From an optimization exercise on the open Yosys and OpenROAD flow, aimed at small area; shortcuts taken in it are not production practice.
The RTL was checked by simulation tests, not by an equivalence proof against the original design.
No activity file was given, so power comes from the tool's default toggle rates.

==> module goertzel_bin_scheduler, before the edit <==
module goertzel_bin_scheduler #(
  parameter int X_WIDTH      = 16,
  parameter int W_WIDTH      = 16,
  parameter int CHANELS      = 2,
  parameter int FRAME_LENGTH = 64,
  parameter int N_BINS       = 4,
  localparam int BW = (N_BINS > 1) ? $clog2(N_BINS) : 1,
  localparam int XW = CHANELS * X_WIDTH
) (
  input  logic                      clk,
  input  logic                      rstn,
  input  logic                      s_valid,
  output logic                      s_ready,
  input  logic [XW-1:0]             s_x,
  input  logic                      cfg_we,
  input  logic [BW-1:0]             cfg_bin,
  input  logic signed [W_WIDTH-1:0] cfg_w_re,
  input  logic signed [W_WIDTH-1:0] cfg_w_im,
  output logic                      eng_valid,
  output logic [XW-1:0]             eng_x,
  output logic signed [W_WIDTH-1:0] eng_w_re,
  output logic signed [W_WIDTH-1:0] eng_w_im,
  input  logic                      eng_valid_o,
  output logic                      res_valid,
  output logic [BW-1:0]             res_bin,
  output logic                      res_last,
  output logic                      busy,
  output logic                      seq_err
);
  localparam int AW = $clog2(FRAME_LENGTH);
  localparam logic [AW-1:0] LAST_IDX = AW'(FRAME_LENGTH - 1);
  localparam logic [BW-1:0] LAST_BIN = BW'(N_BINS - 1);
  logic                      run;       
  logic                      drain;     
  logic                      fill;
  logic [AW-1:0]             cnt;       
  logic [BW-1:0]             bin;
  localparam int NG = FRAME_LENGTH / 4;
  logic [XW-1:0]             q0 [NG];
  logic [XW-1:0]             q1 [NG];
  logic [XW-1:0]             q2 [NG];
  logic [XW-1:0]             q3 [NG];
  logic [XW-1:0]             rx;        
  logic [XW-1:0]             d2;        
  logic [XW-1:0]             d3;        
  logic [XW-1:0]             wsrc;
  logic                      v1, v2, v3;  
  logic [1:0]                ph;        
  logic [1:0]                tap_idx;   
  logic [3:0]                tap;       
  logic [3:0]                wsel;      
  logic [N_BINS-1:0]         ld_sel;    
  logic                      arr;
  logic                      slot;
  logic                      wr;
  logic                      shift;
  logic signed [W_WIDTH-1:0] tbl_re [N_BINS];
  logic signed [W_WIDTH-1:0] tbl_im [N_BINS];
  logic [N_BINS-1:0]         tbl_vld;   
  logic signed [W_WIDTH-1:0] act_re;
  logic signed [W_WIDTH-1:0] act_im;
  logic signed [W_WIDTH-1:0] act_re_d;
  logic signed [W_WIDTH-1:0] act_im_d;
  logic [BW-1:0]             ld_bin;
  logic                      seq_err_r;
  logic                      step;
  logic                      last;
  assign fill = !run && !drain;
  assign step = (fill && s_valid) || run;
  assign last = step && (cnt == LAST_IDX);
  assign arr   = fill && s_valid;
  assign slot  = (ph == 2'd0);
  assign wr    = slot && (v1 || v2 || v3 || arr);
  assign shift = fill ? wr : slot;
  assign tap_idx = ph - 2'd1 - (2'(v1) + 2'(v2) + 2'(v3));
  assign wsel[3] = v3;
  assign wsel[2] = !v3 && v2;
  assign wsel[1] = !v3 && !v2 && (v1 || !fill);
  assign wsel[0] = !v3 && !v2 && !v1 && fill;
  assign wsrc = ({XW{wsel[3]}} & d3) | ({XW{wsel[2]}} & d2) |
                ({XW{wsel[1]}} & rx) | ({XW{wsel[0]}} & s_x);
  always_ff @(posedge clk) begin
    rx <= fill ? s_x : q3[NG-1];
    d2 <= rx;
    d3 <= d2;
    q0[0] <= shift ? wsrc : q3[0];
    for (int j = 1; j < NG; j++) begin
      q0[j] <= shift ? q3[j-1] : q3[j];
    end
    for (int j = 0; j < NG; j++) begin
      q1[j] <= q0[j];
      q2[j] <= q1[j];
      q3[j] <= q2[j];
    end
  end
  always_ff @(posedge clk) begin
    ph <= (shift || !rstn) ? 2'd0 : ph + 2'd1;
    if (last && fill) begin
      tap <= 4'b0001 << tap_idx;
    end
    if (!rstn) begin
      v1 <= 1'b0;
      v2 <= 1'b0;
      v3 <= 1'b0;
    end else begin
      v1 <= arr && !(wr && !v1 && !v2 && !v3);
      v2 <= v1 && !(wr && !v2 && !v3);
      v3 <= v2 && !(wr && !v3);
    end
  end
  always_ff @(posedge clk) begin
    if (cfg_we) begin
      tbl_re[cfg_bin] <= cfg_w_re;
      tbl_im[cfg_bin] <= cfg_w_im;
    end
  end
  always_ff @(posedge clk) begin
    if (!rstn) begin
      tbl_vld <= '0;
    end else if (cfg_we) begin
      tbl_vld[cfg_bin] <= 1'b1;
    end
  end
  assign ld_bin = drain ? bin + BW'(1) : '0;
  always_comb begin
    act_re_d = '0;
    act_im_d = '0;
    for (int e = 0; e < N_BINS; e++) begin
      ld_sel[e] = (ld_bin == BW'(e)) && tbl_vld[e];
      act_re_d = act_re_d | ({W_WIDTH{ld_sel[e]}} & tbl_re[e]);
      act_im_d = act_im_d | ({W_WIDTH{ld_sel[e]}} & tbl_im[e]);
    end
  end
  always_ff @(posedge clk) begin
    if (!run) begin
      act_re <= act_re_d;
      act_im <= act_im_d;
    end
  end
  always_ff @(posedge clk) begin
    if (!rstn) begin
      run       <= 1'b0;
      drain     <= 1'b0;
      cnt       <= '0;
      bin       <= '0;
      seq_err_r <= 1'b0;
    end else begin
      if (eng_valid_o && !drain) begin
        seq_err_r <= 1'b1;
      end
      if (step) begin
        cnt <= cnt + AW'(1);
      end
      if (last) begin
        run   <= fill;
        drain <= run;
        if (fill) begin
          bin <= '0;
        end
      end else if (drain) begin
        drain <= 1'b0;
        if (bin != LAST_BIN) begin
          bin <= bin + BW'(1);
          run <= 1'b1;
        end
      end
    end
  end
  assign s_ready   = fill;
  assign eng_valid = run;
  assign eng_x = ({XW{tap[0]}} & q0[NG-1]) | ({XW{tap[1]}} & q1[NG-1]) |
                 ({XW{tap[2]}} & q2[NG-1]) | ({XW{tap[3]}} & q3[NG-1]);
  assign eng_w_re  = act_re;
  assign eng_w_im  = act_im;
  assign res_valid = drain && eng_valid_o;
  assign res_bin   = bin;
  assign res_last  = res_valid && (bin == LAST_BIN);
  assign busy      = !fill;
  assign seq_err   = seq_err_r;
endmodule
clock: 6.5 ns
lec_check: 0
abc_area: 1
cap_margin: 20
core_margin: 2
core_utilization: 70
slew_margin: 20
standard.sh (not shown) runs the stock make flow with config.mk's settings and CLKGATE_MAP_FILE= SYNTH_SCRIPT=/design/flow/synth_recipe.tcl, a recipe that flattens the netlist after the stock synthesis.
==> flow/flow/run.sh <==
#!/bin/bash
# Standard ORFS layout (standard.sh) with two changes:
# - port buffers use the smallest buffer cell (sky130_fd_sc_hd__buf_1);
# - clock tree: clkbuf_16 for the root and trunk, clkbuf_8 for the sink
#   clusters of up to 20 registers, no dummy loads.
set -e
export BUFFER_PORTS_ARGS="-buffer_cell sky130_fd_sc_hd__buf_1"
export CTS_ARGS="-sink_clustering_enable -repair_clock_nets -sink_clustering_size 20 -sink_clustering_max_diameter 50 -root_buf sky130_fd_sc_hd__clkbuf_16 -tree_buf sky130_fd_sc_hd__clkbuf_16 -sink_clustering_buffer sky130_fd_sc_hd__clkbuf_8 -buf_list {sky130_fd_sc_hd__clkbuf_8 sky130_fd_sc_hd__clkbuf_16} -dont_use_dummy_load"
bash standard.sh > standard.log 2>&1
Then changed:
--- a/flow/design.v
+++ b/flow/design.v
@@ -44,11 +44,11 @@
   logic [XW-1:0]             d2;        
   logic [XW-1:0]             d3;        
   logic [XW-1:0]             wsrc;
   logic                      v1, v2, v3;  
   logic [1:0]                ph;        
-  logic [1:0]                tap_idx;   
+  logic [1:0]                z;         
   logic [3:0]                tap;       
   logic [3:0]                wsel;      
   logic [N_BINS-1:0]         ld_sel;    
   logic                      arr;
   logic                      slot;
@@ -67,14 +67,13 @@
   logic                      last;
   assign fill = !run && !drain;
   assign step = (fill && s_valid) || run;
   assign last = step && (cnt == LAST_IDX);
   assign arr   = fill && s_valid;
-  assign slot  = (ph == 2'd0);
+  assign slot  = (ph == 2'd0) || (fill && (cnt == '0));
   assign wr    = slot && (v1 || v2 || v3 || arr);
   assign shift = fill ? wr : slot;
-  assign tap_idx = ph - 2'd1 - (2'(v1) + 2'(v2) + 2'(v3));
   assign wsel[3] = v3;
   assign wsel[2] = !v3 && v2;
   assign wsel[1] = !v3 && !v2 && (v1 || !fill);
   assign wsel[0] = !v3 && !v2 && !v1 && fill;
   assign wsrc = ({XW{wsel[3]}} & d3) | ({XW{wsel[2]}} & d2) |
@@ -92,13 +91,19 @@
       q2[j] <= q1[j];
       q3[j] <= q2[j];
     end
   end
   always_ff @(posedge clk) begin
-    ph <= (shift || !rstn) ? 2'd0 : ph + 2'd1;
+    ph <= shift ? 2'd0 : ph + 2'd1;
+    z  <= (fill && (cnt == '0) && arr) ? 2'd0 : z + 2'd1;
     if (last && fill) begin
-      tap <= 4'b0001 << tap_idx;
+      case (z)
+        2'd0:    tap <= 4'b0010;
+        2'd1:    tap <= 4'b0100;
+        2'd2:    tap <= 4'b1000;
+        default: tap <= 4'b0001;
+      endcase
     end
     if (!rstn) begin
       v1 <= 1'b0;
       v2 <= 1'b0;
       v3 <= 1'b0;
Result: Total power grows by 3.9%; core utilization stays flat; first-iteration DRC count came out higher by 1.7%; flip-flop and latch count went up by 2; die area grows by 0.71%; setup slack improved by 430 ps; fmax rises by 12%; synthesized cell count rose by 1.9%.

========
The RTL this note starts from:
==> flow/design.v <==
module goertzel_bin_scheduler #(
  parameter int X_WIDTH      = 16,
  parameter int W_WIDTH      = 16,
  parameter int CHANELS      = 2,
  parameter int FRAME_LENGTH = 64,
  parameter int N_BINS       = 4,
  localparam int BW = (N_BINS > 1) ? $clog2(N_BINS) : 1,
  localparam int XW = CHANELS * X_WIDTH
) (
  input  logic                      clk,
  input  logic                      rstn,
  input  logic                      s_valid,
  output logic                      s_ready,
  input  logic [XW-1:0]             s_x,
  input  logic                      cfg_we,
  input  logic [BW-1:0]             cfg_bin,
  input  logic signed [W_WIDTH-1:0] cfg_w_re,
  input  logic signed [W_WIDTH-1:0] cfg_w_im,
  output logic                      eng_valid,
  output logic [XW-1:0]             eng_x,
  output logic signed [W_WIDTH-1:0] eng_w_re,
  output logic signed [W_WIDTH-1:0] eng_w_im,
  input  logic                      eng_valid_o,
  output logic                      res_valid,
  output logic [BW-1:0]             res_bin,
  output logic                      res_last,
  output logic                      busy,
  output logic                      seq_err
);
  localparam int AW = $clog2(FRAME_LENGTH);
  localparam logic [AW-1:0] LAST_IDX = AW'(FRAME_LENGTH - 1);
  localparam logic [BW-1:0] LAST_BIN = BW'(N_BINS - 1);
  logic                      run;       
  logic                      drain;     
  logic                      fill;
  logic [AW-1:0]             cnt;       
  logic [BW-1:0]             bin;
  localparam int NP = FRAME_LENGTH / 2;
  logic [XW-1:0]             ra [NP];
  logic [XW-1:0]             rb [NP];
  logic [XW-1:0]             rx;        
  logic                      pend;      
  logic                      odd;       
  logic                      late;      
  logic                      arr;
  logic                      wr_now;    
  logic                      shift;
  logic signed [W_WIDTH-1:0] tbl_re [N_BINS];
  logic signed [W_WIDTH-1:0] tbl_im [N_BINS];
  logic [N_BINS-1:0]         tbl_vld;   
  logic signed [W_WIDTH-1:0] act_re;
  logic signed [W_WIDTH-1:0] act_im;
  logic [BW-1:0]             ld_bin;
  logic                      seq_err_r;
  logic                      step;
  logic                      last;
  assign fill = !run && !drain;
  assign step = (fill && s_valid) || run;
  assign last = step && (cnt == LAST_IDX);
  assign arr    = fill && s_valid;
  assign wr_now = arr && !pend && (odd || (cnt == '0));
  assign shift  = !fill || pend || wr_now;
  always_ff @(posedge clk) begin
    rx <= fill ? s_x : rb[NP-1];
    if (shift) begin
      ra[0] <= wr_now ? s_x : rx;
      for (int j = 1; j < NP; j++) begin
        ra[j] <= rb[j-1];
      end
    end else begin
      for (int j = 0; j < NP; j++) begin
        ra[j] <= rb[j];
      end
    end
    for (int j = 0; j < NP; j++) begin
      rb[j] <= ra[j];
    end
  end
  always_ff @(posedge clk) begin
    odd <= shift ? 1'b1 : !odd;
    if (!rstn) begin
      pend <= 1'b0;
    end else begin
      pend <= arr && !wr_now;
    end
    if (last && fill) begin
      late <= !wr_now;
    end
  end
  always_ff @(posedge clk) begin
    if (cfg_we) begin
      tbl_re[cfg_bin] <= cfg_w_re;
      tbl_im[cfg_bin] <= cfg_w_im;
    end
  end
  always_ff @(posedge clk) begin
    if (!rstn) begin
      tbl_vld <= '0;
    end else if (cfg_we) begin
      tbl_vld[cfg_bin] <= 1'b1;
    end
  end
  assign ld_bin = drain ? bin + BW'(1) : '0;
  always_ff @(posedge clk) begin
    if (!run) begin
      act_re <= tbl_vld[ld_bin] ? tbl_re[ld_bin] : '0;
      act_im <= tbl_vld[ld_bin] ? tbl_im[ld_bin] : '0;
    end
  end
  always_ff @(posedge clk) begin
    if (!rstn) begin
      run       <= 1'b0;
      drain     <= 1'b0;
      cnt       <= '0;
      bin       <= '0;
      seq_err_r <= 1'b0;
    end else begin
      if (eng_valid_o && !drain) begin
        seq_err_r <= 1'b1;
      end
      if (step) begin
        cnt <= cnt + AW'(1);
      end
      if (last) begin
        run   <= fill;
        drain <= run;
        if (fill) begin
          bin <= '0;
        end
      end else if (drain) begin
        drain <= 1'b0;
        if (bin != LAST_BIN) begin
          bin <= bin + BW'(1);
          run <= 1'b1;
        end
      end
    end
  end
  assign s_ready   = fill;
  assign eng_valid = run;
  assign eng_x     = late ? ra[NP-1] : rb[NP-1];
  assign eng_w_re  = act_re;
  assign eng_w_im  = act_im;
  assign res_valid = drain && eng_valid_o;
  assign res_bin   = bin;
  assign res_last  = res_valid && (bin == LAST_BIN);
  assign busy      = !fill;
  assign seq_err   = seq_err_r;
endmodule
Settings: LEC_CHECK=0, CAP_MARGIN=20, CORE_MARGIN=2, CORE_UTILIZATION=40, SLEW_MARGIN=20; clock period 6.5 ns.
run.sh (not shown) runs the stock make flow with config.mk's settings and CLKGATE_MAP_FILE= SYNTH_SCRIPT=/design/flow/synth_recipe.tcl, a recipe that flattens the netlist after the stock synthesis.
Stock flow here: none of the scripts above is used.
Then changed:
--- a/flow/design.v
+++ b/flow/design.v
@@ -32,62 +32,31 @@
   localparam logic [BW-1:0] LAST_BIN = BW'(N_BINS - 1);
   logic                      run;       
   logic                      drain;     
   logic                      fill;
   logic [AW-1:0]             cnt;       
   logic [BW-1:0]             bin;
-  localparam int NP = FRAME_LENGTH / 2;
-  logic [XW-1:0]             ra [NP];
-  logic [XW-1:0]             rb [NP];
-  logic [XW-1:0]             rx;        
-  logic                      pend;      
-  logic                      odd;       
-  logic                      late;      
-  logic                      arr;
-  logic                      wr_now;    
-  logic                      shift;
+  logic [XW-1:0]             sr [FRAME_LENGTH];
   logic signed [W_WIDTH-1:0] tbl_re [N_BINS];
   logic signed [W_WIDTH-1:0] tbl_im [N_BINS];
   logic [N_BINS-1:0]         tbl_vld;   
   logic signed [W_WIDTH-1:0] act_re;
   logic signed [W_WIDTH-1:0] act_im;
   logic [BW-1:0]             ld_bin;
   logic                      seq_err_r;
   logic                      step;
   logic                      last;
   assign fill = !run && !drain;
   assign step = (fill && s_valid) || run;
   assign last = step && (cnt == LAST_IDX);
-  assign arr    = fill && s_valid;
-  assign wr_now = arr && !pend && (odd || (cnt == '0));
-  assign shift  = !fill || pend || wr_now;
   always_ff @(posedge clk) begin
-    rx <= fill ? s_x : rb[NP-1];
-    if (shift) begin
-      ra[0] <= wr_now ? s_x : rx;
-      for (int j = 1; j < NP; j++) begin
-        ra[j] <= rb[j-1];
+    if (step) begin
+      sr[0] <= fill ? s_x : sr[FRAME_LENGTH-1];
+      for (int i = 1; i < FRAME_LENGTH; i++) begin
+        sr[i] <= sr[i-1];
       end
-    end else begin
-      for (int j = 0; j < NP; j++) begin
-        ra[j] <= rb[j];
-      end
-    end
-    for (int j = 0; j < NP; j++) begin
-      rb[j] <= ra[j];
-    end
-  end
-  always_ff @(posedge clk) begin
-    odd <= shift ? 1'b1 : !odd;
-    if (!rstn) begin
-      pend <= 1'b0;
-    end else begin
-      pend <= arr && !wr_now;
-    end
-    if (last && fill) begin
-      late <= !wr_now;
     end
   end
   always_ff @(posedge clk) begin
     if (cfg_we) begin
       tbl_re[cfg_bin] <= cfg_w_re;
       tbl_im[cfg_bin] <= cfg_w_im;
@@ -135,13 +104,13 @@
         end
       end
     end
   end
   assign s_ready   = fill;
   assign eng_valid = run;
-  assign eng_x     = late ? ra[NP-1] : rb[NP-1];
+  assign eng_x     = sr[FRAME_LENGTH-1];
   assign eng_w_re  = act_re;
   assign eng_w_im  = act_im;
   assign res_valid = drain && eng_valid_o;
   assign res_bin   = bin;
   assign res_last  = res_valid && (bin == LAST_BIN);
   assign busy      = !fill;
What happened: Die area goes up by 11%; routed wire length increases by 3.6%; worst setup slack is better by 0.44 ns; cell area grows by 11%; core utilization goes up by 0.25 points; sequential power fell by about 6%; total power went down by 7.8%; global-route usage falls by 1.0 points.

==> static timing again, ports no longer ideal <==
In the flow no input, the clock included, has a driving cell. The finished layouts below were timed again as built, in two steps. Step 1, drivers: a clkbuf_16 drives clk and a buf_2 each remaining input, both assumed. Step 2 moves the port delays by t, midway between the first and last clock arrival at a register: inputs arrive t later, outputs are due t later. That takes back most of the time a late clock gives input paths. Slacks: ideal / step 1 / step 2; pairs: ideal / step 1.
run	t (ns)	slack for setup (ns)	worst hold slack (ns)	worst slew at a driven data input, ns	pins driven straight from the clock port
the first run of note 1	0.760	2.453 / 2.387 / 2.445	0.302 / 0.302 / 0.302	0.11	1
the second run of note 1	0.754	2.881 / 2.817 / 3.049	0.295 / 0.295 / 0.295	0.12	1
the first run of note 2	0.860	1.937 / 1.860 / 2.392	0.310 / 0.310 / 0.310	0.17	1
the second run of note 2	0.877	2.382 / 2.432 / 1.555	0.380 / 0.380 / 0.380	0.07	1
After both steps setup and hold are still met in every run listed. The setup slack of the second run of note 2, which loses most, moves by +0.050 ns with the drivers and by -0.827 ns with both steps.
